This is an optimization exercise on Yosys and OpenROAD, whose aim is small area, a short achievable clock period and few clock cycles per item, not a production implementation. Where RTL was checked, it was by simulation tests only, not by an equivalence proof against the original. The RTL of run 1 was laid out without a check of its function. Power is estimated from default activity; no workload was simulated.

## flow/design.v

```verilog
package tspsa_pkg;
    localparam int PACKET_BYTES   = 188;
    localparam int LENGTH_BITS    = 20;
    localparam int WORD_LANES     = 8;
    localparam int WORDS          = (PACKET_BYTES + WORD_LANES - 1) / WORD_LANES;
    localparam int ROW_BITS       = $clog2(WORDS);
    localparam int LANE_BITS      = $clog2(WORD_LANES);
    localparam int FILL_BITS      = $clog2(PACKET_BYTES + 1);
    localparam int LAST_BYTES     = PACKET_BYTES - WORD_LANES * (WORDS - 1);
    localparam logic [7:0] SYNC_BYTE = 8'h47;
    typedef struct packed {
        logic [7:0]             data_byte;
        logic                   first_of_buffer;
        logic [LENGTH_BITS-1:0] buffer_length;
    } in_item_t;
    typedef struct packed {
        logic [63:0] packet_word;
        logic [3:0]  word_bytes;
        logic        last_word;
    } out_item_t;
endpackage
module tspsa_store (
    input  logic                              clk,
    input  logic                              wr_en,
    input  logic [tspsa_pkg::FILL_BITS-1:0]   wr_addr,
    input  logic [7:0]                        wr_data,
    input  logic [tspsa_pkg::WORDS-1:0]       rd_sel,
    output logic [63:0]                       rd_data
);
    localparam int PB = tspsa_pkg::PACKET_BYTES;
    localparam int WL = tspsa_pkg::WORD_LANES;
    localparam int NW = tspsa_pkg::WORDS;
    localparam int LN = tspsa_pkg::LANE_BITS;
    localparam int RB = tspsa_pkg::ROW_BITS;
    logic [7:0]    mem [1:PB-1];
    logic [NW-1:0] wr_row;
    logic [WL-1:0] wr_lane;
    always_comb
    begin
        for (int r = 0; r < NW; r++)
        begin
            wr_row[r] = wr_en && (wr_addr[LN +: RB] == RB'(r));
        end
        for (int k = 0; k < WL; k++)
        begin
            wr_lane[k] = (wr_addr[LN-1:0] == LN'(k));
        end
    end
    for (genvar i = 1; i < PB; i++)
    begin : g_byte
        always_ff @(posedge clk)
        begin
            if (wr_row[i / WL] && wr_lane[i % WL])
            begin
                mem[i] <= wr_data;
            end
        end
    end
    logic [63:0] rows [NW];
    for (genvar r = 0; r < NW; r++)
    begin : g_row
        for (genvar k = 0; k < WL; k++)
        begin : g_lane
            if (r * WL + k == 0)
            begin : g_sync
                assign rows[r][8*k +: 8] = tspsa_pkg::SYNC_BYTE;
            end
            else if (r * WL + k < PB)
            begin : g_data
                assign rows[r][8*k +: 8] = mem[r * WL + k];
            end
            else
            begin : g_zero
                assign rows[r][8*k +: 8] = 8'h00;
            end
        end
    end
    always_comb
    begin
        rd_data = '0;
        for (int r = 0; r < NW; r++)
        begin
            rd_data = rd_data | (rows[r] & {64{rd_sel[r]}});
        end
    end
endmodule
module tspsa_scan (
    input  logic                                 clk,
    input  logic                                 rst_n,
    input  logic                                 accept,
    input  tspsa_pkg::in_item_t                  item,
    input  logic                                 cfg_we,
    input  logic                                 cfg_data,
    output logic                                 wr_en,
    output logic [tspsa_pkg::FILL_BITS-1:0]      wr_addr,
    output logic [7:0]                           wr_data,
    output logic                                 done,
    output logic [tspsa_pkg::FILL_BITS-1:0]      fill
);
    localparam logic [1:0] MODE_SEARCH   = 2'd0;
    localparam logic [1:0] MODE_CAPTURE  = 2'd1;
    localparam logic [1:0] MODE_TAIL     = 2'd2;
    localparam logic [1:0] MODE_COMPLETE = 2'd3;
    localparam int LB = tspsa_pkg::LENGTH_BITS;
    localparam int FB = tspsa_pkg::FILL_BITS;
    localparam logic [LB-1:0] POS_MAX = {LB{1'b1}};
    localparam logic [LB:0]   PKT_LEN = (LB+1)'(tspsa_pkg::PACKET_BYTES);
    localparam logic [FB-1:0] FILL_LAST = FB'(tspsa_pkg::PACKET_BYTES - 1);
    localparam logic [LB:0]   END_MAX = {1'b0, POS_MAX} + PKT_LEN;
    logic          enable_reg;
    logic [LB:0]   end_reg;
    logic          ignored_reg;
    logic [LB:0]   end_base;
    logic          ignored_next;
    logic          v1, ig1, f1, room1;
    logic [7:0]    d1;
    always_comb
    begin
        end_base     = item.first_of_buffer ? PKT_LEN : end_reg;
        ignored_next = item.first_of_buffer
                     ? !(enable_reg && ({1'b0, item.buffer_length} >= PKT_LEN))
                     : ignored_reg;
    end
    always_ff @(posedge clk or negedge rst_n)
    begin
        if (!rst_n)
        begin
            enable_reg  <= 1'b0;
            end_reg     <= PKT_LEN;
            ignored_reg <= 1'b0;
            v1          <= 1'b0;
        end
        else
        begin
            if (cfg_we)
            begin
                enable_reg <= cfg_data;
            end
            v1 <= accept;
            if (accept)
            begin
                end_reg     <= (end_base != END_MAX) ? end_base + (LB+1)'(1) : end_base;
                ignored_reg <= ignored_next;
            end
        end
    end
    always_ff @(posedge clk)
    begin
        ig1   <= ignored_next;
        f1    <= item.first_of_buffer;
        d1    <= item.data_byte;
        room1 <= {1'b0, item.buffer_length} >= end_base;
    end
    logic [FB-1:0] fill_reg, fill_next;
    logic [1:0]    mode_reg, mode_next, mode_base;
    logic          we_next, done_next, do_gather, do_scan, sync;
    always_comb
    begin
        fill_next = fill_reg;
        mode_next = mode_reg;
        we_next   = 1'b0;
        done_next = 1'b0;
        do_gather = 1'b0;
        do_scan   = 1'b0;
        sync      = (d1 == tspsa_pkg::SYNC_BYTE);
        mode_base = f1 ? MODE_SEARCH : mode_reg;
        if (v1)
        begin
            mode_next = mode_base;
            if (!ig1)
            begin
                if (f1)
                begin
                    if (fill_reg != '0 && !sync)
                    begin
                        mode_next = MODE_COMPLETE;
                        do_gather = 1'b1;
                    end
                    else
                    begin
                        fill_next = '0;
                        do_scan   = 1'b1;
                    end
                end
                else
                begin
                    case (mode_base)
                        MODE_CAPTURE,
                        MODE_COMPLETE: do_gather = 1'b1;
                        MODE_TAIL:
                        begin
                            if (fill_reg < FILL_LAST)
                            begin
                                we_next   = 1'b1;
                                fill_next = fill_reg + FB'(1);
                            end
                        end
                        default: do_scan = 1'b1;
                    endcase
                end
                if (do_gather)
                begin
                    we_next = 1'b1;
                    if (fill_reg == FILL_LAST)
                    begin
                        fill_next = '0;
                        mode_next = MODE_SEARCH;
                        done_next = 1'b1;
                    end
                    else
                    begin
                        fill_next = fill_reg + FB'(1);
                    end
                end
                if (do_scan && sync)
                begin
                    fill_next = FB'(1);
                    mode_next = room1 ? MODE_CAPTURE : MODE_TAIL;
                end
            end
        end
    end
    always_ff @(posedge clk or negedge rst_n)
    begin
        if (!rst_n)
        begin
            fill_reg <= '0;
            mode_reg <= MODE_SEARCH;
            done     <= 1'b0;
        end
        else
        begin
            fill_reg <= fill_next;
            mode_reg <= mode_next;
            done     <= done_next;
        end
    end
    assign wr_en   = we_next;
    assign wr_addr = fill_reg;
    assign wr_data = d1;
    assign fill    = fill_reg;
endmodule
module tspsa_emit (
    input  logic                           clk,
    input  logic                           rst_n,
    input  logic                           start,
    input  logic [63:0]                    rd_data,
    output logic [tspsa_pkg::WORDS-1:0]    rd_sel,
    output logic [tspsa_pkg::ROW_BITS-1:0] rd_row,
    output logic                           pending,
    input  logic                           out_ready,
    output logic                           out_valid,
    output tspsa_pkg::out_item_t           out_word
);
    localparam int RB = tspsa_pkg::ROW_BITS;
    localparam int NW = tspsa_pkg::WORDS;
    localparam logic [RB-1:0] ROW_LAST = RB'(tspsa_pkg::WORDS - 1);
    logic                 pend_reg;
    logic [RB-1:0]        row_reg;
    logic [NW-1:0]        sel_reg;
    logic                 out_valid_reg;
    tspsa_pkg::out_item_t out_reg;
    logic [63:0]          word_reg;
    logic                 last_reg;
    logic                 load;
    logic                 row_last;
    assign load     = pend_reg && (!out_valid_reg || out_ready);
    assign row_last = sel_reg[NW-1];
    always_ff @(posedge clk or negedge rst_n)
    begin
        if (!rst_n)
        begin
            pend_reg      <= 1'b0;
            row_reg       <= '0;
            sel_reg       <= '0;
            out_valid_reg <= 1'b0;
        end
        else
        begin
            if (start)
            begin
                pend_reg <= 1'b1;
                row_reg  <= '0;
                sel_reg  <= NW'(1);
            end
            else if (load)
            begin
                row_reg <= row_reg + RB'(1);
                sel_reg <= sel_reg << 1;
                if (row_last)
                begin
                    pend_reg <= 1'b0;
                end
            end
            if (load)
            begin
                out_valid_reg <= 1'b1;
            end
            else if (out_ready)
            begin
                out_valid_reg <= 1'b0;
            end
        end
    end
    always_ff @(posedge clk)
    begin
        if (load)
        begin
            word_reg <= rd_data;
            last_reg <= row_last;
        end
    end
    assign out_reg.packet_word = word_reg;
    assign out_reg.word_bytes  = last_reg ? 4'(tspsa_pkg::LAST_BYTES)
                                          : 4'(tspsa_pkg::WORD_LANES);
    assign out_reg.last_word   = last_reg;
    assign rd_row    = row_reg;
    assign rd_sel    = sel_reg;
    assign pending   = pend_reg;
    assign out_valid = out_valid_reg;
    assign out_word  = out_reg;
endmodule
module ts_packet_sync_aligner_unit (
    input  logic                 clk,
    input  logic                 rst_n,
    input  logic                 in_valid,
    output logic                 in_ready,
    input  tspsa_pkg::in_item_t  in_word,
    output logic                 out_valid,
    input  logic                 out_ready,
    output tspsa_pkg::out_item_t out_word,
    input  logic                 cfg_valid,
    output logic                 cfg_ready,
    input  logic                 cfg_data
);
    localparam int FB = tspsa_pkg::FILL_BITS;
    localparam int RB = tspsa_pkg::ROW_BITS;
    logic                        in_ready_reg;
    logic                        wr_en;
    logic [FB-1:0]               wr_addr;
    logic [7:0]                  wr_data;
    logic                        done;
    logic [FB-1:0]               fill;
    logic [RB-1:0]               rd_row;
    logic [tspsa_pkg::WORDS-1:0] rd_sel;
    logic [63:0]                 rd_data;
    logic                        pending;
    logic                        ready_next;
    logic [FB:0]                 fill_ahead;
    assign cfg_ready = 1'b1;
    assign in_ready  = in_ready_reg;
    assign fill_ahead = {1'b0, fill} + (FB+1)'(2);
    always_comb
    begin
        if (done)
        begin
            ready_next = !out_valid;
        end
        else if (pending)
        begin
            ready_next = ({1'b0, fill_ahead[FB:3]} < ({1'b0, rd_row} + (RB+1)'(!out_valid)));
        end
        else
        begin
            ready_next = (fill != FB'(tspsa_pkg::PACKET_BYTES - 1)) || !out_valid;
        end
    end
    always_ff @(posedge clk or negedge rst_n)
    begin
        if (!rst_n)
        begin
            in_ready_reg <= 1'b1;
        end
        else
        begin
            in_ready_reg <= ready_next;
        end
    end
    tspsa_scan u_scan (
        .clk      (clk),
        .rst_n    (rst_n),
        .accept   (in_valid && in_ready_reg),
        .item     (in_word),
        .cfg_we   (cfg_valid),
        .cfg_data (cfg_data),
        .wr_en    (wr_en),
        .wr_addr  (wr_addr),
        .wr_data  (wr_data),
        .done     (done),
        .fill     (fill)
    );
    tspsa_store u_store (
        .clk     (clk),
        .wr_en   (wr_en),
        .wr_addr (wr_addr),
        .wr_data (wr_data),
        .rd_sel  (rd_sel),
        .rd_data (rd_data)
    );
    tspsa_emit u_emit (
        .clk       (clk),
        .rst_n     (rst_n),
        .start     (done),
        .rd_data   (rd_data),
        .rd_sel    (rd_sel),
        .rd_row    (rd_row),
        .pending   (pending),
        .out_ready (out_ready),
        .out_valid (out_valid),
        .out_word  (out_word)
    );
endmodule
```

## flow/run.sh

```bash
#!/bin/bash
# synth_recipe.tcl (not shown) runs the flow's synth.tcl, then flattens the netlist and writes it again
# the make line also repeats each setting of config.mk as NAME=value (left out here)
make -C /OpenROAD-flow-scripts/flow DESIGN_CONFIG=/design/flow/config.mk WORK_HOME=/design/flow/orfs CLKGATE_MAP_FILE= SYNTH_SCRIPT=/design/flow/synth_recipe.tcl finish
```

## flow/config.mk

```make
export PLATFORM = sky130hd
export DESIGN_NAME = ts_packet_sync_aligner_unit
export DESIGN_NICKNAME = ts_packet_sync_aligner_unit
export VERILOG_FILES = /design/flow/design.v
export SDC_FILE = /design/flow/constraint.sdc
export NUM_CORES = 4
export LEC_CHECK = 0
export CAP_MARGIN = 20
export CORE_MARGIN = 2
export CORE_UTILIZATION = 40
export SLEW_MARGIN = 20
```

## flow/constraint.sdc

```tcl
create_clock -name core_clock -period 3.6 [get_ports {clk}]
set_input_delay 0.7200 -clock core_clock [delete_from_list [all_inputs] [get_ports {clk}]]
set_output_delay 0.7200 -clock core_clock [all_outputs]
set_load 0.01 [all_outputs]
```

==> flow_summary_export.csv, run 1 <==
group,metric,value,unit
outcome,status,"no timing/DRC/antenna violations",
synthesis,yosysWarnings,6,
critical_path,cp_max_fo,15,
clock_tree,cts_tree,"done",
critical_path,end_kind,"register",
synthesis,synth.cell_area,0.0606,mm2
sta,finalSetupViolCount,0,
synthesis,synth_cell_types,66,
placement,gp_congestion,0.889,
floorplanning,chipHeight,393,um
synthesis,synth_top_area_frac,0.774,
detailed_routing,routed_wirelength,193000,um
synthesis,synth_edf_count,1561,
synthesis,seq_area_frac_synth,0.805,
power_and_ir_drop,peakVddDrop,0.502,mV
synthesis,syn_inst,3495,
synthesis,async_flop_share,0.0409,
finish,ff_latch_area,0.0489,mm2
finish,antenna_cells,0,
global_routing,grt_remaining_overflow,0,
power_and_ir_drop,power_density,630,mW/mm2
hold_path,hold_class,"in2reg",
global_routing,grtUsageTotal,0.247,
detailed_routing,vias_per_cell,6.28,
sta,worst_pin_slew,1180,ps
placement,portBuffers,103,
finish,layout.cells.non_filler,5856,
floorplanning,fp.dieArea,0.155,mm2
clock_tree,h-tree-depth,4,
global_routing,grt_pass1_vias,35596,
clock_tree,cts_setup_buffers,0,
clock_tree,clk_pin_slew,60,ps
critical_path,start_kind,"register",
floorplanning,core-area,0.150,mm2
critical_path,worst_r2r_path_depth,8,
sta,maxSlewHeadroom,0.215,
sta,rsz0062_at_grt,"false",
synthesis,yosys_most_used_dff,"edfxtp_1",
finish,area_growth,15.7,%
critical_path,r2r-start,"u_scan.fill_reg[0]",
sta,final.setup.tns,0,ps
finish,nets,3774,
placement,placed_cells,5552,
floorplanning,row_count,142,
detailed_routing,first_pass_iters,8,
finish,fill_cells,12635,
clock_tree,worstSkewPairLatency,810,ps
detailed_routing,drcViolationCount,0,
finish,drive_gt1_frac,0.117,
critical_path,crit_start,"u_scan.fill_reg[0]",
critical_path,critPathCapture,"u_store.mem[39][1]",
critical_path,cp.arrival,3600,ps
clock_tree,clockBufferDepth,3,
sta,fin_crit,3200,ps
sta,fin_crit_sh,0.889,
finish,largest_reg_flops,1496,
global_routing,grt_antenna_before_repair,1,
sta,slew_violations,0,
floorplanning,io_pins,107,
critical_path,critPathMaxStageDelay,880,ps
sta,skew,37.7,ps
placement,place_ws,398,ps
global_routing,grt_start_max_net_pins,188,
floorplanning,die_x,393,um
global_routing,grt_pass1_wl,270000,um
sta,max_freq,312,MHz
detailed_routing,ant_nets,0,
detailed_routing,wl_per_cell,32.9,um
clock_tree,cts.sinks,1639,
sta,finalHoldViolCount,0,
power_and_ir_drop,power,44100,uW
critical_path,r2r_end,"u_store.mem[39][1]",
placement,dp_hpwl,112000,um
floorplanning,initial_core_util,0.403,
synthesis,synth_area_leaders,"edfxtp_1 (77%), a22oi_1 (6.3%), dfrtp_1 (2.5%), nor2_1 (1.8%), nand4_1 (1.5%)",
critical_path,worstPathCellList,"ha_1, o2111a_1, o21ai_0, nor2b_2, buf_4, o2111ai_4, buf_12, nor2_1",
synthesis,ys_ff_latch,1639,
critical_path,cpMaxStageDelayCell,"nor2_1",
detailed_routing,vias,36775,
clock_tree,cts_root_buffer,"clkbuf_16",
flow_run,max-cap-violations,0,
critical_path,critical_path_class,"reg2reg",
finish,multiInputGateArea,0.0108,mm2
critical_path,rrSetupSlack,400,ps
clock_tree,cts_buffers,164,
synthesis,avgSynthCellArea,17.3,um2
detailed_routing,drt-initial-drc-count,5816,
power_and_ir_drop,p_leak,0.0219,uW
critical_path,critPathRequiredTime,3990,ps
synthesis,synth_top_area_cell,"edfxtp_1",
sta,worst_slack,399,ps
[synth_stat cells (18+ instances only)]
cell type / number
xor2_1: 18
dfrtp_1: 61
a22o_1: 96
edfxtp_1: 1561
clkbuf_1: 141
nand3_1: 100
ha_1: 35
a21oi_1: 41
nor2_1: 285
a222oi_1: 36
o21ai_0: 18
nand4_1: 143
a221oi_1: 92
nand2b_1: 20
buf_1: 51
nand2_1: 111
a22oi_1: 509
[report_power, final]
group	leakage (uW)	total [uW]	switching (uW)	internal, uW
logic	0.00431	4640	2860	1780
clock network	0.00258	17100	7290	9790
registers	0.0150	22400	750	21700
[placed cells by master, fill, tap and decap left out, types with 4 or more instances in the layout]
master,synthesis,routed
edfxtp_1,1561,1561
a22oi_1,509,509
nor2_1,285,283
clkbuf_16,0,172
nand4_1,143,143
buf_4,7,140
nand2_1,111,111
clkdlybuf4s50_1,0,102
nand3_1,100,100
a22o_1,96,96
a221oi_1,92,92
clkbuf_1,141,43
a21oi_1,41,41
dfrtp_1,61,37
a222oi_1,36,36
ha_1,35,35
clkinv_1,1,33
clkinv_2,0,24
dfrtp_4,0,23
nand2b_1,20,20
xor2_1,18,18
o21ai_0,18,18
buf_12,0,18
nor3_1,15,14
bufinv_16,0,14
inv_1,11,10
nor4_1,10,10
and3_1,9,9
nor2b_1,10,8
dfxtp_4,0,8
xnor2_1,7,7
o2111ai_4,6,6
clkinvlp_4,0,6
dfstp_2,6,6
and4b_1,5,5
inv_6,0,5
o211ai_1,4,4
[kinds of logic (layout without fill, tap and decap cells)]
kind of cell,count (synthesis),count (layout),share of synthesized area
AOI/OAI and AO/OA,834,834,0.109
xor gates and xnor gates,25,25,0.00361
adders and majority gates,35,35,0.00723
buffers and inverters,233,577,0.0165
DFF,1639,1639,0.805
muxes,5,5,0.000868
other,2,3,0.000124
and+or+nand+nor,722,722,0.0570
[critical path: cells and delay by family (launching register included)]
kind	cells	cell delay, ps
adders and majority gates	1	240
DFF	1	440
buffers and inverters	2	370
AOI/OAI and AO/OA	3	630
and+or+nand+nor	2	1120
[metal layers]
layer	up-vias	track usage	part of all wire
met5	-	0	0
met4	0	0.0871	0.036
li1	14774	-	-
met3	384	0.0486	0.11
met2	2685	0.386	0.47
met1	18932	0.345	0.39
[layout make-up]
type                            count  share of cell area
Sequential cell                  1639               0.698
Multi-Input combinational cell   1624               0.154
Clock buffer                      216              0.0639
Tap cell                         2016              0.0360
Timing Repair Buffer              262              0.0353
Clock inverter                     86              0.0119
Inverter                           13            0.000732
[worst min-delay path by stage]
stage / depth (start not counted) / end / from
CTS: 1 / u_scan.d1[5] / in_word[26]
global placement: 0 / u_store.mem[18][0] / u_scan.d1[0]
detailed placement: 0 / u_store.mem[18][0] / u_scan.d1[0]
global route: 1 / u_scan.d1[7] / in_word[28]
finish: 1 / u_scan.d1[5] / in_word[26]
floorplan: 0 / u_emit.out_valid_reg / rst_n
[stage by stage]
stage / util / instance area (um2) / hold WS, ps
after global routing: 0.467 / 70100 / 368
after CTS: 0.466 / 70000 / 346
final: 0.467 / 70100 / 383
after floorplan: - / 60600 / 423
after detailed placement: 0.431 / 64700 / 463
after global placement: 0.431 / 64700 / 455
[what timing repair did]
item	4_1_cts	5_1_grt
gates resized for setup	0	0
endpoints found under the hold margin	3	0
hold buffers	1	0
==> run 2, diff against run 1 <==
--- a/flow/design.v
+++ b/flow/design.v
@@ -228,4 +228,5 @@
             mode_reg <= MODE_SEARCH;
             done     <= 1'b0;
+            wr_en    <= 1'b0;
         end
         else
@@ -234,10 +235,13 @@
             mode_reg <= mode_next;
             done     <= done_next;
+            wr_en    <= we_next;
         end
     end
-    assign wr_en   = we_next;
-    assign wr_addr = fill_reg;
-    assign wr_data = d1;
-    assign fill    = fill_reg;
+    always_ff @(posedge clk)
+    begin
+        wr_addr <= fill_reg;
+        wr_data <= d1;
+    end
+    assign fill = fill_reg;
 endmodule
 module tspsa_emit (
--- a/flow/config.mk
+++ b/flow/config.mk
@@ -8,4 +8,6 @@
 export CAP_MARGIN = 20
 export CORE_MARGIN = 2
-export CORE_UTILIZATION = 40
+export CORE_UTILIZATION = 60
+export PLACE_DENSITY = 0.75
+export SETUP_SLACK_MARGIN = 1.4
 export SLEW_MARGIN = 20
==> run 2 against run 1 <==
- sequential share of layout area down 1.2 points
- non-clock buffer count up 202
- worst hold slack worse by 320 ps
- clock-buffer cell count down 20
- core utilization up 25 points
- largest cell class unchanged
- largest power group unchanged
==> flow_summary_export.csv, run 2 <==
group,metric,value,unit
synthesis,ys_top_cells_by_count,"edfxtp_1 (1,561), a22oi_1 (508), nor2_1 (293)",
sta,finalHoldViolCount,0,
sta,holdWs,64.0,ps
critical_path,cp.arrival,2830,ps
sta,fin_crit_sh,0.662,
global_routing,grt_pass1_vias,37059,
placement,gp_congestion,0.861,
clock_tree,clockBufferDepth,3,
floorplanning,chipHeight,322,um
finish,multiInputGateArea,0.0112,mm2
global_routing,grt_start_max_net_pins,188,
synthesis,synth.cell_area,0.0606,mm2
critical_path,r2r_end,"u_emit.word_reg[10]",
detailed_routing,drcViolationCount,0,
power_and_ir_drop,power,39200,uW
critical_path,end_kind,"register",
critical_path,r2r-start,"u_emit.sel_reg[3]",
placement,dpl-instance-area,0.0646,mm2
finish,drive_gt1_frac,0.189,
critical_path,worst_r2r_path_depth,6,
critical_path,rrSetupSlack,1220,ps
detailed_routing,drt-initial-drc-count,7497,
detailed_routing,ant_nets,0,
sta,maxSlewHeadroom,0.264,
floorplanning,row_count,116,
synthesis,yosys_most_used_dff,"edfxtp_1",
detailed_routing,wl_per_cell,36.7,um
synthesis,seq_area_frac_synth,0.811,
critical_path,critPathCapture,"u_emit.word_reg[10]",
global_routing,grt_remaining_overflow,0,
synthesis,synth_area_leaders,"edfxtp_1 (77%), a22oi_1 (6.3%), dfrtp_1 (2.6%), nor2_1 (1.8%), nand4_1 (1.4%)",
detailed_routing,vias,39433,
clock_tree,cts_tree,"done",
hold_path,hold_class,"in2async",
floorplanning,io_pins,107,
global_routing,grtUsageTotal,0.368,
sta,rsz0062_at_grt,"true",
power_and_ir_drop,power_density,546,mW/mm2
critical_path,critPathRequiredTime,4050,ps
synthesis,avgSynthCellArea,17.4,um2
critical_path,cp_max_fo,5,
finish,area_growth,18.5,%
synthesis,syn_inst,3489,
floorplanning,die_x,322,um
placement,dp_hpwl,97600,um
critical_path,start_kind,"register",
placement,place_ws,601,ps
finish,final_common_cell,"edfxtp_1",
floorplanning,core-area,0.100,mm2
clock_tree,worstSkewPairLatency,810,ps
critical_path,critical_path_class,"reg2reg",
sta,worst_slack,1220,ps
sta,skew,41.2,ps
synthesis,synth_top_area_frac,0.774,
synthesis,synth_edf_count,1561,
finish,fill_cells,5795,
finish,ff_latch_area,0.0493,mm2
synthesis,async_flop_share,0.0411,
floorplanning,fp.dieArea,0.104,mm2
synthesis,synth_cell_types,75,
clock_tree,clk_pin_slew,70,ps
floorplanning,initial_core_util,0.605,
placement,portBuffers,103,
finish,largest_reg_flops,1496,
sta,final.setup.tns,0,ps
detailed_routing,vias_per_cell,7.39,
sta,fin_crit,2380,ps
outcome,status,"no timing/DRC/antenna violations",
detailed_routing,routed_wirelength,196000,um
finish,nets,3968,
clock_tree,cts_root_buffer,"clkbuf_16",
power_and_ir_drop,p_leak,0.0240,uW
critical_path,crit_start,"u_emit.sel_reg[3]",
sta,worst_pin_slew,1100,ps
clock_tree,cts_buffers,158,
sta,finalSetupViolCount,0,
sta,max_freq,420,MHz
flow_run,max-cap-violations,0,
global_routing,grt_antenna_before_repair,7,
detailed_routing,first_pass_iters,7,
global_routing,grt_pass1_wl,266000,um
clock_tree,h-tree-depth,4,
synthesis,ys_ff_latch,1656,
sta,slew_violations,0,
synthesis,synth.most_common_cell,"edfxtp_1",
synthesis,synth_top_area_cell,"edfxtp_1",
power_and_ir_drop,peakVddDrop,0.473,mV
finish,fin_area,0.0718,mm2
clock_tree,cts.sinks,1656,
finish,final_cell_mix,"edfxtp_1 (1,561), a22oi_1 (507), buf_4 (292), nor2_1 (236), clkbuf_16 (163)",
synthesis,yosysWarnings,6,
## run 2: changes by cell type in the layout (fill, tap and decap cells not counted), sizes merged, moves of 9 or more
cell,before,now
dfxtp,11,27
clkinv,59,68
nor3,16,7
clkbuf,216,197
clkdlybuf4s50,102,32
buf,159,363
dlygate4sd2,0,63
a21oi,41,50
o21ai,18,7
## run 2: where the power goes
part | switching (uW) | leakage, uW | internal (uW)
registers | 306 | 0.0153 | 21100
logic | 770 | 0.00620 | 360
clock network | 7210 | 0.00250 | 9460
## run 2: cell type report
class	count	share of cell area
inverter	16	0.000871
sequential	1656	0.686
clock buffer	196	0.0586
clock inverter	92	0.0125
tap	1298	0.0226
timing repair buffer	464	0.0637
antenna	7	0.000244
multi-input combinational	1606	0.156
## run 2: logic make-up (layout without fill, tap and decap cells)
family / count (synthesis) / after routing / synth area share
and+or+nand+nor: 716 / 717 / 0.0571
other: 2 / 10 / 0.000124
xor gates and xnor gates: 24 / 24 / 0.00347
buffers and inverters: 229 / 768 / 0.0148
adders and majority gates: 31 / 31 / 0.00640
DFF: 1656 / 1656 / 0.811
AOI/OAI and AO/OA: 826 / 826 / 0.107
muxes: 5 / 5 / 0.000867
## run 2: worst min-delay path by stage
| stage | from | endpoint | slack, ps | cells after the start |
|---|---|---|---|---|
| 3_5_place_dp | u_scan.d1[2] | u_scan.wr_data[2] | 330 | 0 |
| 5_1_grt | rst_n | u_emit.pend_reg | 120 | 1 |
| 6_report | rst_n | u_emit.pend_reg | 60 | 1 |
| 4_1_cts | rst_n | u_emit.sel_reg[14] | 100 | 1 |
| 2_1_floorplan | u_scan.d1[2] | u_scan.wr_data[2] | 320 | 0 |
| 3_3_place_gp | u_scan.d1[1] | u_scan.wr_data[1] | 330 | 0 |
## run 2: critical path, cell delays in order (launching register included)
cell	delay, ps
dfrtp_4	550
buf_4	200
a22o_1	220
a221oi_1	300
nand3_1	190
nor2_1	300
nand4_1	280
## run 2: repair_timing
action / 4_1_cts / 5_1_grt
endpoints found under the setup margin: 1059 / 1366
gates resized for setup: 179 / 87
setup buffers: 51 / 58
cloned: 0 / 1
hold buffers: 0 / 0
pin swaps: 4 / 14
## run 2: layer usage
metal,vias up,routed length (um),track usage
li1,15113,-,-
met1,19322,62800,0.483
met2,4175,86700,0.545
met3,819,33500,0.125
met4,4,12900,0.200
met5,-,34,0
## run 2: stage by stage
step,std cells,util
2_1_floorplan,3490,-
3_3_place_gp,4930,0.645
3_5_place_dp,4930,0.645
4_1_cts,5269,0.707
5_1_grt,5328,0.717
6_report,5335,0.717
Testbench counts of run 2, summed over its fixed seeds: cycles 67,941, packets 359.
==> run 3, diff against run 2 <==
--- a/flow/config.mk
+++ b/flow/config.mk
@@ -6,8 +6,8 @@
 export NUM_CORES = 4
 export LEC_CHECK = 0
+export ABC_CLOCK_PERIOD_IN_PS = 2200
 export CAP_MARGIN = 20
 export CORE_MARGIN = 2
-export CORE_UTILIZATION = 60
-export PLACE_DENSITY = 0.75
+export CORE_UTILIZATION = 40
 export SETUP_SLACK_MARGIN = 1.4
 export SLEW_MARGIN = 20
==> run 3 against run 2 <==
- core utilization shrank 23 points
- first-iteration DRC count fell by 14%
- maximum frequency is 3.5% higher
- worst hold slack better by 300 ps
- clock-buffer cell count rose by 32
- area after synthesis stayed put
- via count shrank 4.6%
- critical path depth grew 1
- critical path type unchanged
- critical endpoint is now u_emit.word_reg[15]
- largest cell class unchanged
==> flow_summary_export.csv, run 3 <==
group,metric,value,unit
detailed_routing,vias_per_cell,6.20,
global_routing,grt_pass1_vias,35285,
sta,slew_violations,0,
critical_path,start_kind,"register",
finish,drive_gt1_frac,0.190,
hold_path,hold_path_depth,0,
finish,area_growth,20.3,%
synthesis,async_flop_share,0.0411,
power_and_ir_drop,power_density,535,mW/mm2
sta,fin_crit_sh,0.640,
sta,skew,32.8,ps
sta,finalHoldViolCount,0,
floorplanning,chipHeight,393,um
floorplanning,core-area,0.150,mm2
detailed_routing,wl_per_cell,33.4,um
sta,worst_slack,1300,ps
sta,max_freq,434,MHz
synthesis,ys_ff_latch,1656,
detailed_routing,vias,37632,
critical_path,rrSetupSlack,1300,ps
floorplanning,row_count,142,
synthesis,syn_inst,3489,
critical_path,worstPathCellList,"buf_12, buf_4, a22o_1, a221oi_1, nand3_1, nor2_1, nand4_1",
clock_tree,cts_tree,"done",
synthesis,yosysWarnings,6,
clock_tree,clockBufferDepth,3,
synthesis,avgSynthCellArea,17.4,um2
critical_path,crit_buf_inv,2,
sta,maxSlewHeadroom,0.288,
placement,place_ws,524,ps
global_routing,grt_antenna_before_repair,5,
finish,final_cell_mix,"edfxtp_1 (1,561), a22oi_1 (507), buf_4 (286), nor2_1 (239), clkbuf_16 (168)",
hold_path,hold_class,"reg2reg",
floorplanning,fp.dieArea,0.155,mm2
floorplanning,io_pins,107,
flow_run,max-cap-violations,0,
critical_path,end_kind,"register",
detailed_routing,first_pass_iters,6,
synthesis,synth_edf_count,1561,
outcome,status,"no timing/DRC/antenna violations",
critical_path,worst_r2r_path_depth,7,
floorplanning,initial_core_util,0.404,
sta,rsz0062_at_grt,"true",
placement,gp_congestion,0.837,
critical_path,critPathMaxStageDelay,600,ps
placement,portBuffers,103,
synthesis,synth.most_common_cell,"edfxtp_1",
critical_path,cp.arrival,2750,ps
sta,final.setup.tns,0,ps
clock_tree,h-tree-depth,4,
sta,finalSetupViolCount,0,
synthesis,synth.cell_area,0.0606,mm2
finish,fin_util,0.486,
global_routing,grt_start_max_net_pins,129,
critical_path,crit_cells,7,
placement,dp_hpwl,105000,um
synthesis,synth_top_area_frac,0.774,
floorplanning,die_x,393,um
global_routing,grtUsageTotal,0.256,
finish,fill_cells,12450,
critical_path,cp_max_fo,4,
critical_path,critical_path_class,"reg2reg",
synthesis,synth_cell_types,75,
power_and_ir_drop,p_leak,0.0237,uW
clock_tree,cts.sinks,1656,
clock_tree,clk_pin_slew,60,ps
synthesis,ys_top_cells_by_count,"edfxtp_1 (1,561), a22oi_1 (508), nor2_1 (293)",
critical_path,critPathRequiredTime,4040,ps
power_and_ir_drop,power,39000,uW
detailed_routing,ant_nets,0,
global_routing,grt_pass1_wl,275000,um
synthesis,synth_top_area_cell,"edfxtp_1",
power_and_ir_drop,peakVddDrop,0.506,mV
detailed_routing,routed_wirelength,203000,um
critical_path,cpMaxStageDelayCell,"dfrtp_4",
global_routing,grt_remaining_overflow,0,
synthesis,seq_area_frac_synth,0.811,
finish,largest_reg_flops,1496,
sta,fin_crit,2300,ps
detailed_routing,drt-initial-drc-count,6468,
synthesis,synth_area_leaders,"edfxtp_1 (77%), a22oi_1 (6.3%), dfrtp_1 (2.6%), nor2_1 (1.8%), nand4_1 (1.4%)",
clock_tree,worstSkewPairLatency,800,ps
detailed_routing,drcViolationCount,0,
finish,nets,3988,
finish,layout.cells.non_filler,6071,
synthesis,yosys_most_used_dff,"edfxtp_1",
sta,worst_pin_slew,1070,ps
clock_tree,cts_buffers,165,
placement,placed_cells,5648,
critical_path,cp_top_family,"simple AND/OR/NAND/NOR gates",
clock_tree,cts_root_buffer,"clkbuf_16",
finish,final_common_cell,"edfxtp_1",
run 3: cell types whose count changed in the layout (fill, tap and decap cells not counted), sizes merged:
cell and change:
clkbuf +33, diode -2, buf +26, clkinv -19, clkdlybuf4s15 +41, dlygate4sd2 -54
dlygate4sd3 +1, nand3b -1, clkinvlp +1, inv +2, bufinv -9, dlymetal6s2s -1
run 3: timing repair:
item                                   in CTS  in global routing
cloned                                      0                  0
endpoints found under the hold margin      62                  0
hold buffers                                1                  0
resized for setup                         243                 99
buffers inserted                           67                 54
setup endpoints to repair                 952                955
pin swaps                                   5                 16
run 3: final cells by class:
cell class | count | area (um2) | share of cell area
antenna | 5 | 12.5 | 0.000172
multi-input combinational | 1605 | 11100 | 0.153
clock buffer | 228 | 4490 | 0.0616
tap | 2016 | 2520 | 0.0346
inverter | 16 | 62.6 | 0.000858
timing repair buffer | 478 | 4860 | 0.0666
clock inverter | 67 | 576 | 0.00789
sequential | 1656 | 49300 | 0.676
run 3: worst paths after layout:
kind,from,end
worst max-delay path,u_emit.sel_reg[11],u_emit.word_reg[15]
worst min-delay path,u_scan.d1[6],u_scan.wr_data[6]
worst max register to register,u_emit.sel_reg[11],u_emit.word_reg[15]
worst min register to register,u_scan.d1[6],u_scan.wr_data[6]
max in group asynchronous,rst_n,u_emit.sel_reg[16]
min in group asynchronous,rst_n,u_scan.end_reg[9]
run 3: cells by family (layout without fill, tap and decap cells):
| group | after synthesis | count (layout) | synth area share |
|---|---|---|---|
| xor+xnor | 24 | 24 | 0.00347 |
| buf+inv | 229 | 789 | 0.0148 |
| mux | 5 | 5 | 0.000867 |
| flops | 1656 | 1656 | 0.811 |
| fa+ha+maj | 31 | 31 | 0.00640 |
| other cells | 2 | 8 | 0.000124 |
| compound gates | 826 | 826 | 0.107 |
| simple gates | 716 | 716 | 0.0571 |
run 3: metrics by stage:
step	instance area [um2]	hold slack, ps
6_report	72900	365
5_1_grt	72900	369
4_1_cts	71900	347
3_3_place_gp	65500	337
3_5_place_dp	65500	357
2_1_floorplan	60600	323
run 3: power by group:
part           internal (uW)  switching, uW
Combinational            351            786
Sequential             21100            298
Clock                   9220           7240
Total                  30700           8320
run 3: per-layer routing:
metal,up-vias,routed length (um),track usage,part of all wire
met5,-,0,0,0
met4,0,6550,0.0816,0.032
met3,397,25800,0.0565,0.13
met2,2755,94100,0.401,0.46
met1,19322,76200,0.356,0.38
li1,15158,-,-,-
==> run 4, diff against run 3 <==
--- a/flow/design.v
+++ b/flow/design.v
@@ -22,6 +22,6 @@
 module tspsa_store (
     input  logic                              clk,
-    input  logic                              wr_en,
-    input  logic [tspsa_pkg::FILL_BITS-1:0]   wr_addr,
+    input  logic [tspsa_pkg::WORDS-1:0]       wr_row_n,
+    input  logic [tspsa_pkg::WORD_LANES-1:0]  wr_lane_n,
     input  logic [7:0]                        wr_data,
     input  logic [tspsa_pkg::WORDS-1:0]       rd_sel,
@@ -31,25 +31,10 @@
     localparam int WL = tspsa_pkg::WORD_LANES;
     localparam int NW = tspsa_pkg::WORDS;
-    localparam int LN = tspsa_pkg::LANE_BITS;
-    localparam int RB = tspsa_pkg::ROW_BITS;
     logic [7:0]    mem [1:PB-1];
-    logic [NW-1:0] wr_row;
-    logic [WL-1:0] wr_lane;
-    always_comb
-    begin
-        for (int r = 0; r < NW; r++)
-        begin
-            wr_row[r] = wr_en && (wr_addr[LN +: RB] == RB'(r));
-        end
-        for (int k = 0; k < WL; k++)
-        begin
-            wr_lane[k] = (wr_addr[LN-1:0] == LN'(k));
-        end
-    end
     for (genvar i = 1; i < PB; i++)
     begin : g_byte
         always_ff @(posedge clk)
         begin
-            if (wr_row[i / WL] && wr_lane[i % WL])
+            if (!wr_row_n[i / WL] && !wr_lane_n[i % WL])
             begin
                 mem[i] <= wr_data;
@@ -92,6 +77,6 @@
     input  logic                                 cfg_we,
     input  logic                                 cfg_data,
-    output logic                                 wr_en,
-    output logic [tspsa_pkg::FILL_BITS-1:0]      wr_addr,
+    output logic [tspsa_pkg::WORDS-1:0]          wr_row_n,
+    output logic [tspsa_pkg::WORD_LANES-1:0]     wr_lane_n,
     output logic [7:0]                           wr_data,
     output logic                                 done,
@@ -228,5 +213,4 @@
             mode_reg <= MODE_SEARCH;
             done     <= 1'b0;
-            wr_en    <= 1'b0;
         end
         else
@@ -235,10 +219,17 @@
             mode_reg <= mode_next;
             done     <= done_next;
-            wr_en    <= we_next;
         end
     end
     always_ff @(posedge clk)
     begin
-        wr_addr <= fill_reg;
+        for (int r = 0; r < tspsa_pkg::WORDS; r++)
+        begin
+            wr_row_n[r] <= !(we_next && (fill_reg[tspsa_pkg::LANE_BITS +: tspsa_pkg::ROW_BITS]
+                                         == tspsa_pkg::ROW_BITS'(r)));
+        end
+        for (int k = 0; k < tspsa_pkg::WORD_LANES; k++)
+        begin
+            wr_lane_n[k] <= (fill_reg[tspsa_pkg::LANE_BITS-1:0] != tspsa_pkg::LANE_BITS'(k));
+        end
         wr_data <= d1;
     end
@@ -267,4 +258,5 @@
     logic [63:0]          word_reg;
     logic                 last_reg;
+    logic                 wide_reg;
     logic                 load;
     logic                 row_last;
@@ -277,5 +269,4 @@
             pend_reg      <= 1'b0;
             row_reg       <= '0;
-            sel_reg       <= '0;
             out_valid_reg <= 1'b0;
         end
@@ -286,10 +277,8 @@
                 pend_reg <= 1'b1;
                 row_reg  <= '0;
-                sel_reg  <= NW'(1);
             end
             else if (load)
             begin
                 row_reg <= row_reg + RB'(1);
-                sel_reg <= sel_reg << 1;
                 if (row_last)
                 begin
@@ -309,13 +298,24 @@
     always_ff @(posedge clk)
     begin
+        if (start)
+        begin
+            sel_reg <= NW'(1);
+        end
+        else if (load)
+        begin
+            sel_reg <= sel_reg << 1;
+        end
+    end
+    always_ff @(posedge clk)
+    begin
         if (load)
         begin
-            word_reg <= rd_data;
-            last_reg <= row_last;
+            word_reg  <= rd_data;
+            last_reg  <= row_last;
+            wide_reg  <= !row_last;
         end
     end
     assign out_reg.packet_word = word_reg;
-    assign out_reg.word_bytes  = last_reg ? 4'(tspsa_pkg::LAST_BYTES)
-                                          : 4'(tspsa_pkg::WORD_LANES);
+    assign out_reg.word_bytes  = {wide_reg, last_reg, 2'b00};
     assign out_reg.last_word   = last_reg;
     assign rd_row    = row_reg;
@@ -341,6 +341,6 @@
     localparam int RB = tspsa_pkg::ROW_BITS;
     logic                        in_ready_reg;
-    logic                        wr_en;
-    logic [FB-1:0]               wr_addr;
+    logic [tspsa_pkg::WORDS-1:0] wr_row_n;
+    logic [7:0]                  wr_lane_n;
     logic [7:0]                  wr_data;
     logic                        done;
@@ -388,6 +388,6 @@
         .cfg_we   (cfg_valid),
         .cfg_data (cfg_data),
-        .wr_en    (wr_en),
-        .wr_addr  (wr_addr),
+        .wr_row_n (wr_row_n),
+        .wr_lane_n(wr_lane_n),
         .wr_data  (wr_data),
         .done     (done),
@@ -396,6 +396,6 @@
     tspsa_store u_store (
         .clk     (clk),
-        .wr_en   (wr_en),
-        .wr_addr (wr_addr),
+        .wr_row_n  (wr_row_n),
+        .wr_lane_n (wr_lane_n),
         .wr_data (wr_data),
         .rd_sel  (rd_sel),
--- a/flow/config.mk
+++ b/flow/config.mk
@@ -6,5 +6,4 @@
 export NUM_CORES = 4
 export LEC_CHECK = 0
-export ABC_CLOCK_PERIOD_IN_PS = 2200
 export CAP_MARGIN = 20
 export CORE_MARGIN = 2
==> run 4 against run 3 <==
- critical path depth is 6 lower
- sequential power is 8% higher
- worst hold slack worse by 16 ps
==> flow_summary_export.csv, run 4 <==
group,metric,value,unit
finish,drive_gt1_frac,0.132,
sta,rsz0062_at_grt,"true",
finish,fin_util,0.467,
critical_path,cpMaxStageDelayCell,"nor2_1",
detailed_routing,ant_nets,0,
detailed_routing,routed_wirelength,196000,um
clock_tree,clockBufferDepth,3,
sta,worst_pin_slew,1310,ps
synthesis,synth_cell_types,62,
sta,max_freq,444,MHz
synthesis,synth.cell_area,0.0610,mm2
critical_path,end_kind,"register",
synthesis,synth_area_leaders,"edfxtp_1 (77%), a22oi_1 (6.3%), dfxtp_1 (2.5%), nor2_1 (1.8%), dfrtp_1 (1.5%)",
synthesis,seq_area_frac_synth,0.812,
floorplanning,io_pins,107,
outcome,status,"no timing/DRC/antenna violations",
floorplanning,die_x,394,um
sta,finalHoldViolCount,0,
sta,slew_violations,0,
critical_path,worstPathCellList,"nor2_1",
synthesis,yosysWarnings,6,
clock_tree,cts_tree,"done",
clock_tree,clk_pin_slew,60,ps
floorplanning,chipHeight,394,um
critical_path,cp_top_family,"simple AND/OR/NAND/NOR gates",
detailed_routing,vias,36666,
sta,finalSetupViolCount,0,
placement,dp_hpwl,101000,um
global_routing,grt_remaining_overflow,0,
detailed_routing,vias_per_cell,6.20,
detailed_routing,drcViolationCount,0,
synthesis,yosys_most_used_dff,"edfxtp_1",
global_routing,grt_pass1_wl,267000,um
detailed_routing,wl_per_cell,33.1,um
global_routing,grt_antenna_before_repair,4,
sta,final.setup.tns,0,ps
critical_path,critPathRequiredTime,4010,ps
synthesis,synth_top_area_frac,0.769,
flow_run,max-cap-violations,0,
global_routing,grt_pass1_vias,34979,
synthesis,ys_ff_latch,1680,
synthesis,synth_top_area_cell,"edfxtp_1",
sta,skew,51.4,ps
synthesis,synth_edf_count,1562,
power_and_ir_drop,p_leak,0.0224,uW
critical_path,cp_max_fo,8,
clock_tree,cts_buffers,169,
detailed_routing,first_pass_iters,6,
synthesis,avgSynthCellArea,17.3,um2
clock_tree,cts_root_buffer,"clkbuf_16",
finish,final_cell_mix,"edfxtp_1 (1,562), a22oi_1 (511), nor2_1 (284), clkbuf_16 (175), nand4_1 (145)",
floorplanning,initial_core_util,0.402,
placement,portBuffers,103,
clock_tree,h-tree-depth,4,
clock_tree,worstSkewPairLatency,830,ps
global_routing,grtUsageTotal,0.242,
finish,nets,3811,
power_and_ir_drop,power_density,628,mW/mm2
synthesis,ys_top_cells_by_count,"edfxtp_1 (1,562), a22oi_1 (511), nor2_1 (300)",
critical_path,cp.arrival,2670,ps
critical_path,critical_path_class,"reg2reg",
synthesis,async_flop_share,0.0256,
critical_path,critPathMaxStageDelay,1100,ps
clock_tree,cts.sinks,1680,
sta,maxSlewHeadroom,0.128,
floorplanning,core-area,0.152,mm2
sta,fin_crit_sh,0.626,
synthesis,synth.most_common_cell,"edfxtp_1",
hold_path,hold_class,"reg2reg",
placement,gp_congestion,0.813,
floorplanning,row_count,143,
synthesis,syn_inst,3532,
floorplanning,fp.dieArea,0.156,mm2
power_and_ir_drop,peakVddDrop,0.422,mV
finish,largest_reg_flops,1496,
sta,fin_crit,2250,ps
critical_path,start_kind,"register",
detailed_routing,drt-initial-drc-count,5970,
finish,final_common_cell,"edfxtp_1",
critical_path,crit_buf_inv,0,
finish,area_growth,16.2,%
global_routing,grt_start_max_net_pins,188,
## run 4: power breakdown
group / total [uW] / internal, uW / switching [uW]
Sequential: 23200 / 22200 / 984
Combinational: 4450 / 1630 / 2810
Clock: 16900 / 9570 / 7350
## run 4: path summary, 6_finish.rpt
| path | end | slack (ps) | cells after the start | start |
|---|---|---|---|---|
| max reg2reg | u_store.mem[47][1] | 1350 | 1 | u_scan.wr_row_n[5] |
| min | u_scan.wr_data[3] | 350 | 0 | u_scan.d1[3] |
| min in group asynchronous | u_scan.fill_reg[2] | 470 | 2 | rst_n |
| min reg2reg | u_scan.wr_data[3] | 350 | 0 | u_scan.d1[3] |
| max in group asynchronous | u_scan.fill_reg[5] | 2660 | 2 | rst_n |
| max | u_store.mem[47][1] | 1350 | 1 | u_scan.wr_row_n[5] |
## run 4: final cells by class
| cell class | instances | area (um2) |
|---|---|---|
| flip-flops and latches | 1680 | 49600 |
| repair buffers | 272 | 2780 |
| clock inverters | 86 | 666 |
| fillers | 12840 | 80800 |
| diodes | 2 | 5.00 |
| multi-input cells | 1598 | 10600 |
| clock buffers | 222 | 4580 |
| well taps | 2030 | 2540 |
| inverters | 20 | 77.6 |
## run 4: cell families after synthesis
| family | Yosys count | synth area share |
|---|---|---|
| xor+xnor | 25 | 0.00359 |
| mux | 4 | 0.000698 |
| buf+inv | 255 | 0.0162 |
| fa+ha+maj | 35 | 0.00718 |
| simple gates | 697 | 0.0548 |
| compound gates | 834 | 0.106 |
| other cells | 2 | 0.000123 |
| flops | 1680 | 0.812 |
## run 4: per-layer routing
layer / up-vias / part of all wire / GRT usage
li1: 14848 / - / -
met1: 18909 / 0.38 / 0.337
met2: 2549 / 0.46 / 0.376
met3: 358 / 0.12 / 0.0518
met4: 2 / 0.034 / 0.0844
met5: - / 0.000066 / 0
## run 4: metrics by stage
step	total power (uW)	cells	worst slack, ps	cell area (um2)	hold slack [ps]
after floorplan	25400	3533	926	61000	323
after global placement	28000	5544	395	64800	331
after detailed placement	28000	5547	376	64800	337
after CTS	44500	5882	1190	70400	118
after global routing	45800	5908	1360	70900	341
final	44500	5910	1350	70900	349
## run 4: repair_timing
| action | 4_1_cts | 5_1_grt |
|---|---|---|
| hold buffers | 0 | 1 |
| setup endpoints to repair | 120 | 65 |
| resized for setup | 197 | 27 |
| buffers inserted | 27 | 21 |
| hold endpoints to repair | 0 | 37 |
| pin swaps | 0 | 4 |
| cloned | 0 | 0 |
Testbench counts of run 4, summed over its fixed seeds: cycles 67,941, packets 359.
==> run 5, diff against run 4 <==
--- a/flow/config.mk
+++ b/flow/config.mk
@@ -9,4 +9,6 @@
 export CORE_MARGIN = 2
 export CORE_UTILIZATION = 40
+export CTS_CLUSTER_DIAMETER = 100
+export CTS_CLUSTER_SIZE = 25
 export SETUP_SLACK_MARGIN = 1.4
 export SLEW_MARGIN = 20
==> run 5 against run 4 <==
- area after synthesis stayed put
- global-route usage is 0.37 points lower
- total power is 15% lower
- critical path type unchanged
- via count shrank 2.5%
- clock-buffer cell count down 112
- highest routed layer unchanged
- first-iteration DRC count grew 1.4%
==> flow_summary_export.csv, run 5 <==
group,metric,value,unit
clock_tree,clockBufferDepth,3,
critical_path,start_kind,"register",
finish,ff_latch_area,0.0496,mm2
clock_tree,cts_buffers,77,
global_routing,grtUsageTotal,0.238,
finish,nets,3723,
global_routing,grt_antenna_before_repair,4,
sta,skew,37.0,ps
global_routing,grt_pass1_vias,33882,
synthesis,synth.most_common_cell,"edfxtp_1",
global_routing,grt_pass1_wl,263000,um
power_and_ir_drop,peakVddDrop,0.311,mV
floorplanning,row_count,143,
sta,worst_pin_slew,1300,ps
synthesis,synth_cell_types,62,
power_and_ir_drop,p_leak,0.0210,uW
synthesis,synth_edf_count,1562,
finish,fill_cells,13156,
detailed_routing,drcViolationCount,0,
synthesis,syn_inst,3532,
placement,gp_congestion,0.813,
sta,maxSlewHeadroom,0.132,
power_and_ir_drop,power_density,554,mW/mm2
critical_path,r2r-start,"u_emit.sel_reg[0]",
clock_tree,cts_tree,"done",
finish,fin_area,0.0679,mm2
detailed_routing,first_pass_iters,8,
critical_path,critPathRequiredTime,3980,ps
placement,place_ws,376,ps
global_routing,grt_remaining_overflow,0,
synthesis,synth_area_leaders,"edfxtp_1 (77%), a22oi_1 (6.3%), dfxtp_1 (2.5%), nor2_1 (1.8%), dfrtp_1 (1.5%)",
detailed_routing,routed_wirelength,192000,um
sta,fin_crit,2270,ps
clock_tree,h-tree-depth,3,
floorplanning,initial_core_util,0.402,
critical_path,cp.arrival,2650,ps
floorplanning,core-area,0.152,mm2
finish,area_growth,11.4,%
synthesis,async_flop_share,0.0256,
sta,finalHoldViolCount,0,
synthesis,synth.cell_area,0.0610,mm2
clock_tree,worstSkewPairLatency,730,ps
critical_path,worstPathCellList,"buf_4, a22oi_1, nand4_1, nor2_1, nand4_1",
finish,final_common_cell,"edfxtp_1",
detailed_routing,wl_per_cell,33.6,um
flow_run,max-cap-violations,0,
global_routing,grt_start_max_net_pins,188,
critical_path,cpMaxStageDelayCell,"dfxtp_4",
floorplanning,io_pins,107,
placement,portBuffers,103,
synthesis,yosysWarnings,6,
clock_tree,cts_hold_buf,0,
critical_path,critPathMaxStageDelay,570,ps
detailed_routing,ant_nets,0,
synthesis,avgSynthCellArea,17.3,um2
clock_tree,clk_pin_slew,100,ps
finish,layout.cells.non_filler,5728,
critical_path,end_kind,"register",
critical_path,cp_max_fo,38,
floorplanning,chipHeight,394,um
critical_path,cp_common_cell,"nand4_1",
placement,placed_cells,5547,
sta,max_freq,441,MHz
synthesis,seq_area_frac_synth,0.812,
sta,finalSetupViolCount,0,
finish,largest_reg_flops,1496,
detailed_routing,drt-initial-drc-count,6054,
placement,dpl-instance-area,0.0648,mm2
sta,final.setup.tns,0,ps
critical_path,critical_path_class,"reg2reg",
synthesis,ys_ff_latch,1680,
clock_tree,cts_root_buffer,"clkbuf_16",
critical_path,crit_start,"u_emit.sel_reg[0]",
synthesis,synth_top_area_cell,"edfxtp_1",
detailed_routing,vias_per_cell,6.24,
outcome,status,"no timing/DRC/antenna violations",
synthesis,ys_top_cells_by_count,"edfxtp_1 (1,562), a22oi_1 (511), nor2_1 (300)",
sta,rsz0062_at_grt,"true",
critical_path,r2r_end,"u_emit.word_reg[25]",
sta,fin_crit_sh,0.630,
detailed_routing,vias,35752,
floorplanning,fp.dieArea,0.156,mm2
synthesis,synth_top_area_frac,0.769,
hold_path,hold_class,"in2async",
finish,multiInputGateArea,0.0106,mm2
sta,worst_slack,1330,ps
finish,final_cell_mix,"edfxtp_1 (1,562), a22oi_1 (511), nor2_1 (285), nand4_1 (145), buf_4 (128)",
synthesis,yosys_most_used_dff,"edfxtp_1",
critical_path,worst_r2r_path_depth,5,
placement,dp_hpwl,101000,um
critical_path,rrSetupSlack,1330,ps
sta,slew_violations,0,
finish,drive_gt1_frac,0.0970,
clock_tree,cts.sinks,1680,
floorplanning,die_x,394,um
-- run 5: cell type report --
class	instances	share of cell area
antenna	7	0.000258
timing repair buffer	276	0.0415
inverter	20	0.00114
multi-input combinational	1598	0.157
clock inverter	7	0.00105
tap	2030	0.0374
clock buffer	110	0.0314
sequential	1680	0.731
-- run 5: where the power goes --
group	switching, uW	leakage, uW	total, uW	internal (uW)
Combinational	2810	0.00466	4420	1610
Sequential	971	0.0153	23100	22100
Clock	5930	0.00106	10100	4190
Total	9710	0.0210	37600	27900
-- run 5: critical path: cells and delay by family, from the launching register on --
kind	cells	cell delay, ps
compound gates	1	200
buf+inv	1	390
simple gates	3	640
flops	1	570
-- run 5: through the flow --
step	total power, uW	util	hold slack [ps]
global placement	28000	0.427	331
detailed placement	28000	0.427	337
global route	38800	0.448	31.7
CTS	37600	0.445	200
finish	37600	0.448	0.715
floorplan	25400	-	323
-- run 5: how the worst max path moves through the flow --
| stage | to | slack (ps) | depth (start not counted) |
|---|---|---|---|
| floorplan | u_scan.end_reg[12] | 930 | 10 |
| global placement | u_scan.end_reg[14] | 390 | 10 |
| detailed placement | u_scan.end_reg[14] | 380 | 10 |
| CTS | in_ready | 1290 | 1 |
| global route | u_scan.end_reg[4] | 1380 | 10 |
| finish | u_emit.word_reg[25] | 1330 | 5 |
-- run 5: routing by layer --
| metal | GRT usage | vias up | wire (um) |
|---|---|---|---|
| li1 | - | 14535 | - |
| met1 | 0.337 | 18609 | 75500 |
| met2 | 0.371 | 2285 | 88700 |
| met3 | 0.0426 | 321 | 21200 |
| met4 | 0.0825 | 2 | 7010 |
| met5 | 0 | - | 13 |
-- run 5: timing repair --
action                     4_1_cts  5_1_grt
setup endpoints to repair      124       65
pin swaps                        0        2
setup buffers                   33       20
gates resized for setup         93       33
-- run 5: cells by family (layout without fill, tap and decap cells) --
| family | Yosys count | count (layout) | share of synthesized area |
|---|---|---|---|
| adder cells (fa/ha/maj) | 35 | 35 | 0.00718 |
| AND/OR/NAND/NOR | 697 | 697 | 0.0548 |
| buffers and inverters | 255 | 413 | 0.0162 |
| XOR/XNOR | 25 | 25 | 0.00359 |
| flip-flops | 1680 | 1680 | 0.812 |
| multiplexers | 4 | 4 | 0.000698 |
| other | 2 | 10 | 0.000123 |
| AO/OA/AOI/OAI | 834 | 834 | 0.106 |
==> run 6, diff against run 5 <==
--- a/flow/config.mk
+++ b/flow/config.mk
@@ -10,5 +10,5 @@
 export CORE_UTILIZATION = 40
 export CTS_CLUSTER_DIAMETER = 100
-export CTS_CLUSTER_SIZE = 25
-export SETUP_SLACK_MARGIN = 1.4
+export CTS_CLUSTER_SIZE = 30
+export SETUP_SLACK_MARGIN = 1.7
 export SLEW_MARGIN = 20
==> run 6 against run 5 <==
- still clean on timing, DRC and antenna
- sequential power barely moved
- register-to-register slack gained 180 ps
- flip-flop and latch count did not move
- synthesized cell count unchanged
- combinational power is 18% higher
- largest power group unchanged
==> flow_summary_export.csv, run 6 <==
group,metric,value,unit
detailed_routing,ant_nets,0,
power_and_ir_drop,power,38200,uW
finish,final_common_cell,"edfxtp_1",
global_routing,grt_antenna_before_repair,11,
synthesis,seq_area_frac_synth,0.812,
critical_path,crit_buf_inv,1,
sta,rsz0062_at_grt,"true",
finish,multiInputGateArea,0.0116,mm2
critical_path,critical_path_class,"reg2out",
hold_path,hold_class,"in2async",
floorplanning,chipHeight,394,um
floorplanning,row_count,143,
sta,maxSlewHeadroom,0.170,
floorplanning,die_x,394,um
global_routing,met1_usage,0.350,
detailed_routing,vias_per_cell,6.36,
placement,dpl-instance-area,0.0649,mm2
power_and_ir_drop,peakVddDrop,0.424,mV
critical_path,cp.arrival,1450,ps
sta,slew_violations,0,
clock_tree,cts_buffers,69,
sta,max_freq,461,MHz
sta,fin_crit,2170,ps
clock_tree,cts_tree,"done",
global_routing,grt_pass1_vias,34484,
finish,largest_reg_flops,1496,
finish,layout.cells.non_filler,5847,
synthesis,synth.most_common_cell,"edfxtp_1",
global_routing,grt_pass1_wl,276000,um
detailed_routing,routed_wirelength,205000,um
detailed_routing,vias,37179,
finish,area_growth,15.3,%
global_routing,grt_remaining_overflow,0,
clock_tree,clockBufferDepth,3,
clock_tree,cts_root_buffer,"clkbuf_16",
synthesis,synth_edf_count,1562,
synthesis,synth_top_area_cell,"edfxtp_1",
power_and_ir_drop,p_leak,0.0219,uW
sta,final.setup.tns,0,ps
synthesis,yosysWarnings,6,
synthesis,synth.cell_area,0.0610,mm2
outcome,status,"no timing/DRC/antenna violations",
global_routing,grt_start_max_net_pins,188,
synthesis,syn_inst,3532,
sta,finalHoldViolCount,0,
placement,gp_congestion,0.827,
synthesis,synth_top_area_frac,0.769,
critical_path,critPathRequiredTime,2880,ps
floorplanning,fp.dieArea,0.156,mm2
critical_path,start_kind,"register",
critical_path,cpMaxStageDelayCell,"edfxtp_1",
floorplanning,core-area,0.152,mm2
global_routing,grtUsageTotal,0.253,
synthesis,ys_ff_latch,1680,
global_routing,grt.busiest_layer,"met2",
critical_path,cp_max_fo,1,
power_and_ir_drop,power_density,544,mW/mm2
finish,final_cell_mix,"edfxtp_1 (1,562), a22oi_1 (503), buf_4 (188), nor2_2 (157), nand4_1 (145)",
detailed_routing,first_pass_iters,6,
sta,finalSetupViolCount,0,
detailed_routing,drcViolationCount,0,
floorplanning,io_pins,107,
finish,ff_latch_area,0.0496,mm2
critical_path,worstPathCellList,"buf_2",
placement,placed_cells,5555,
clock_tree,clk_pin_slew,120,ps
sta,worst_pin_slew,1240,ps
synthesis,ys_top_cells_by_count,"edfxtp_1 (1,562), a22oi_1 (511), nor2_1 (300)",
critical_path,critPathMaxStageDelay,520,ps
floorplanning,initial_core_util,0.402,
clock_tree,h-tree-depth,3,
critical_path,end_kind,"primary output",
finish,nets,3851,
synthesis,synth_area_leaders,"edfxtp_1 (77%), a22oi_1 (6.3%), dfxtp_1 (2.5%), nor2_1 (1.8%), dfrtp_1 (1.5%)",
placement,dp_hpwl,102000,um
detailed_routing,drt-initial-drc-count,6278,
global_routing,grt_use_met3,0.0568,
clock_tree,worstSkewPairLatency,730,ps
finish,fin_util,0.463,
flow_run,max-cap-violations,0,
finish,fill_cells,12904,
sta,skew,43.7,ps
global_routing,gr-usage-met2,0.387,
critical_path,cp_top_family,"flip-flops",
sta,fin_crit_sh,0.602,
synthesis,yosys_most_used_dff,"edfxtp_1",
finish,fin_area,0.0703,mm2
finish,drive_gt1_frac,0.213,
clock_tree,cts.sinks,1680,
synthesis,async_flop_share,0.0256,
detailed_routing,wl_per_cell,35.1,um
synthesis,avgSynthCellArea,17.3,um2
placement,portBuffers,103,
synthesis,synth_cell_types,62,
==> run 6: changes by cell type in the layout (fill, tap and decap cells not counted), moves of 42 or more <==
cell	change
nor2_2	+142
dlygate4sd2_1	-56
buf_2	+64
buf_4	+60
nor2_1	-150
buf_12	+42
==> run 6: path summary, 6_finish.rpt <==
check	slack, ps	end	cells after the start	startpoint
setup reg to reg	1510	u_scan.fill_reg[6]	7	u_scan.fill_reg[0]
min in group core_clock	340	u_scan.wr_data[2]	0	u_scan.d1[2]
hold / removal	110	u_scan.end_reg[0]	1	rst_n
hold reg to reg	340	u_scan.wr_data[2]	0	u_scan.d1[2]
max in group asynchronous	2800	u_scan.fill_reg[7]	2	rst_n
setup / recovery	1430	out_word[67]	1	u_emit.word_reg[62]
==> run 6: layout make-up <==
cell class	count	area share
Clock inverter	11	0.00262
Antenna cell	2	0.0000712
Timing Repair Buffer	412	0.0615
Multi-Input combinational cell	1598	0.165
Tap cell	2030	0.0361
Sequential cell	1680	0.706
Inverter	20	0.00114
Clock buffer	94	0.0271
==> run 6: routing by layer <==
metal	routed length [um]	vias up
li1	-	14810
met1	76600	19271
met2	91800	2623
met3	26900	461
met4	9820	14
met5	86	-
==> run 6: kinds of logic (layout without fill, tap and decap cells) <==
group,Yosys count,after routing,share of synthesized area
DFF,1680,1680,0.812
AOI/OAI and AO/OA,834,834,0.106
and+or+nand+nor,697,697,0.0548
buffers and inverters,255,537,0.0162
adders and majority gates,35,35,0.00718
xor gates and xnor gates,25,25,0.00359
muxes,4,4,0.000698
other,2,5,0.000123
==> run 6: where the power goes <==
part | switching, uW | internal [uW] | total, uW | leakage, uW
Sequential | 926 | 22100 | 23100 | 0.0153
Clock | 6060 | 3870 | 9930 | 0.00100
Combinational | 3270 | 1950 | 5230 | 0.00565
Total | 10300 | 28000 | 38200 | 0.0219
==> run 6: what timing repair did <==
| action | 4_1_cts | 5_1_grt |
|---|---|---|
| hold buffers | 0 | 0 |
| cloned | 0 | 5 |
| pin swaps | 40 | 68 |
| gates resized for setup | 473 | 186 |
| buffers inserted | 128 | 52 |
| setup endpoints to repair | 809 | 571 |
==> run 6: metrics by stage <==
step / worst slack (ps) / hold WS, ps
floorplan: 1290 / 322
global placement: 606 / 328
detailed placement: 542 / 335
CTS: 1390 / 114
global route: 1430 / 180
finish: 1430 / 106
==> run 7, diff against run 6 <==
--- a/flow/config.mk
+++ b/flow/config.mk
@@ -8,7 +8,7 @@
 export CAP_MARGIN = 20
 export CORE_MARGIN = 2
-export CORE_UTILIZATION = 40
+export CORE_UTILIZATION = 50
 export CTS_CLUSTER_DIAMETER = 100
 export CTS_CLUSTER_SIZE = 30
-export SETUP_SLACK_MARGIN = 1.7
+export SETUP_SLACK_MARGIN = 1.55
 export SLEW_MARGIN = 20
==> run 7 against run 6 <==
- final cell count is 9.2% lower
- first-iteration DRC count up 7.2%
- maximum frequency rose by 1.6%
- sequential power about the same
- still clean
==> flow_summary_export.csv, run 7 <==
group,metric,value,unit
synthesis,synthSimpleGateAreaFrac,0.0548,
critical_path,rrSetupSlack,1470,ps
synthesis,synth_area_leaders,"edfxtp_1 (77%), a22oi_1 (6.3%), dfxtp_1 (2.5%), nor2_1 (1.8%), dfrtp_1 (1.5%)",
critical_path,worst_r2r_path_depth,1,
critical_path,critPathRequiredTime,3900,ps
synthesis,synth.cell_area,0.0610,mm2
critical_path,cp.arrival,2440,ps
synthesis,avgSynthCellArea,17.3,um2
power_and_ir_drop,intPower,27600,uW
critical_path,r2r_end,"u_store.mem[131][6]",
detailed_routing,ant_nets,0,
synthesis,seq_area_frac_synth,0.812,
clock_tree,cts_buffers,66,
floorplanning,fp.dieArea,0.125,mm2
clock_tree,worstSkewPairLatency,690,ps
sta,max_freq,469,MHz
finish,nets,3708,
critical_path,cp_top_family,"flip-flops",
global_routing,grt_remaining_overflow,0,
synthesis,synth.most_common_cell,"edfxtp_1",
floorplanning,row_count,128,
clock_tree,cts.sinks,1680,
sta,rsz0062_at_grt,"true",
synthesis,synth_top_family_by_area,"compound AO/OA/AOI/OAI gates",
clock_tree,cts_tree,"done",
floorplanning,io_pins,107,
power_and_ir_drop,p_leak,0.0209,uW
finish,largest_reg_flops,1496,
power_and_ir_drop,power_density,551,mW/mm2
detailed_routing,wl_met1,73300,um
hold_path,hold_class,"in2async",
critical_path,worstPathCellList,"nor2_1",
floorplanning,core-area,0.121,mm2
sta,finalHoldViolCount,0,
placement,gp_congestion,0.822,
global_routing,grt_pass1_vias,34736,
synthesis,synth_top_area_frac,0.769,
synthesis,synth_edf_count,1562,
clock_tree,clockBufferDepth,3,
power_and_ir_drop,p_sw_frac,0.259,
finish,final_common_cell,"edfxtp_1",
finish,final_cell_mix,"edfxtp_1 (1,562), a22oi_1 (510), nor2_1 (247), nand4_1 (145), buf_4 (106)",
detailed_routing,first_pass_iters,6,
finish,fill_cells,9393,
critical_path,crit_buf_inv,0,
synthesis,syn_inst,3532,
finish,fin_util,0.556,
detailed_routing,met3_length,25300,um
power_and_ir_drop,comb_power_share,0.122,
synthesis,yosysWarnings,6,
critical_path,start_kind,"register",
synthesis,synth_cell_types,62,
detailed_routing,wl_per_cell,37.1,um
clock_tree,h-tree-depth,3,
placement,dp_hpwl,97200,um
critical_path,critical_path_class,"reg2reg",
clock_tree,clk_pin_slew,110,ps
clock_tree,cts_hold_buf,0,
placement,place_ws,352,ps
synthesis,synth_fa_ha_area_frac,0.00718,
synthesis,synth_xor_area_frac,0.00359,
detailed_routing,dr_wl_met2,90500,um
outcome,status,"no timing/DRC/antenna violations",
global_routing,grtUsageTotal,0.307,
power_and_ir_drop,peakVddDrop,0.408,mV
synthesis,async_flop_share,0.0256,
finish,drive_gt1_frac,0.120,
sta,worst_slack,1470,ps
synthesis,synth_compound_area_frac,0.106,
synthesis,ys_ff_latch,1680,
sta,worst_pin_slew,1310,ps
-- run 7: changes by cell type in the layout (fill, tap and decap cells not counted), moves of 14 or more --
cell,before,now
nor2_1,135,247
nand3_2,19,1
a221oi_2,32,1
buf_12,77,37
a221oi_1,57,90
clkdlybuf4s15_1,0,14
nand3_1,77,95
buf_4,188,106
nor2_2,157,50
buf_2,66,44
buf_6,32,6
-- run 7: power by group through the flow --
stage | combinational [uW] | sequential (uW) | clock (uW)
after global placement | 4030 | 23700 | 0
after CTS | 4390 | 23100 | 9600
after floorplan | 2220 | 23200 | 0
after global routing | 4850 | 23200 | 10200
after detailed placement | 4100 | 23700 | 0
final | 4550 | 23100 | 9550
-- run 7: logic make-up (layout without fill, tap and decap cells) --
kind of cell / Yosys count / after routing
AO/OA/AOI/OAI: 834 / 834
multiplexers: 4 / 4
other: 2 / 6
flip-flops: 1680 / 1680
adder cells (fa/ha/maj): 35 / 35
XOR/XNOR: 25 / 25
buffers and inverters: 255 / 401
AND/OR/NAND/NOR: 697 / 697
-- run 7: what timing repair did --
item | CTS | global route
setup endpoints to repair | 248 | 234
gates resized for setup | 267 | 78
setup buffers | 51 | 43
pin swaps | 3 | 9
-- run 7: worst max path at each step --
stage / startpoint / endpoint / slack (ps)
4_1_cts: in_ready_reg / in_ready / 1420
3_3_place_gp: in_word[20] / u_scan.end_reg[14] / 420
2_1_floorplan: in_word[20] / u_scan.end_reg[12] / 930
3_5_place_dp: in_word[20] / u_scan.end_reg[12] / 350
6_report: u_scan.wr_row_n[16] / u_store.mem[131][6] / 1470
5_1_grt: in_ready_reg / in_ready / 1430
-- run 7: stage by stage --
step	instances	hold WS, ps
floorplan	3533	323
global placement	5098	331
detailed placement	5100	328
CTS	5260	225
global route	5304	68.0
finish	5307	22.0
-- run 7: metal layers --
metal	track usage	vias to the layer above
li1	-	14516
met1	0.433	19062
met2	0.473	2735
met3	0.0652	385
met4	0.117	4
met5	0	-
-- run 7: layout make-up --
class	count	area, um2	area share
repair buffers	272	2950	0.0436
clock inverters	4	67.6	0.00100
clock buffers	105	1900	0.0282
multi-input cells	1598	10800	0.160
inverters	20	80.1	0.00119
well taps	1625	2030	0.0301
diodes	3	7.51	0.000111
flip-flops and latches	1680	49600	0.735

Check on run 7: ideal ports give 1.466 ns setup slack; a clkbuf_16 on the clock port and buf_2 on the inputs give 1.386 ns; moving port delays by the midpoint clock arrival (0.754 ns) as well gives 0.945 ns.
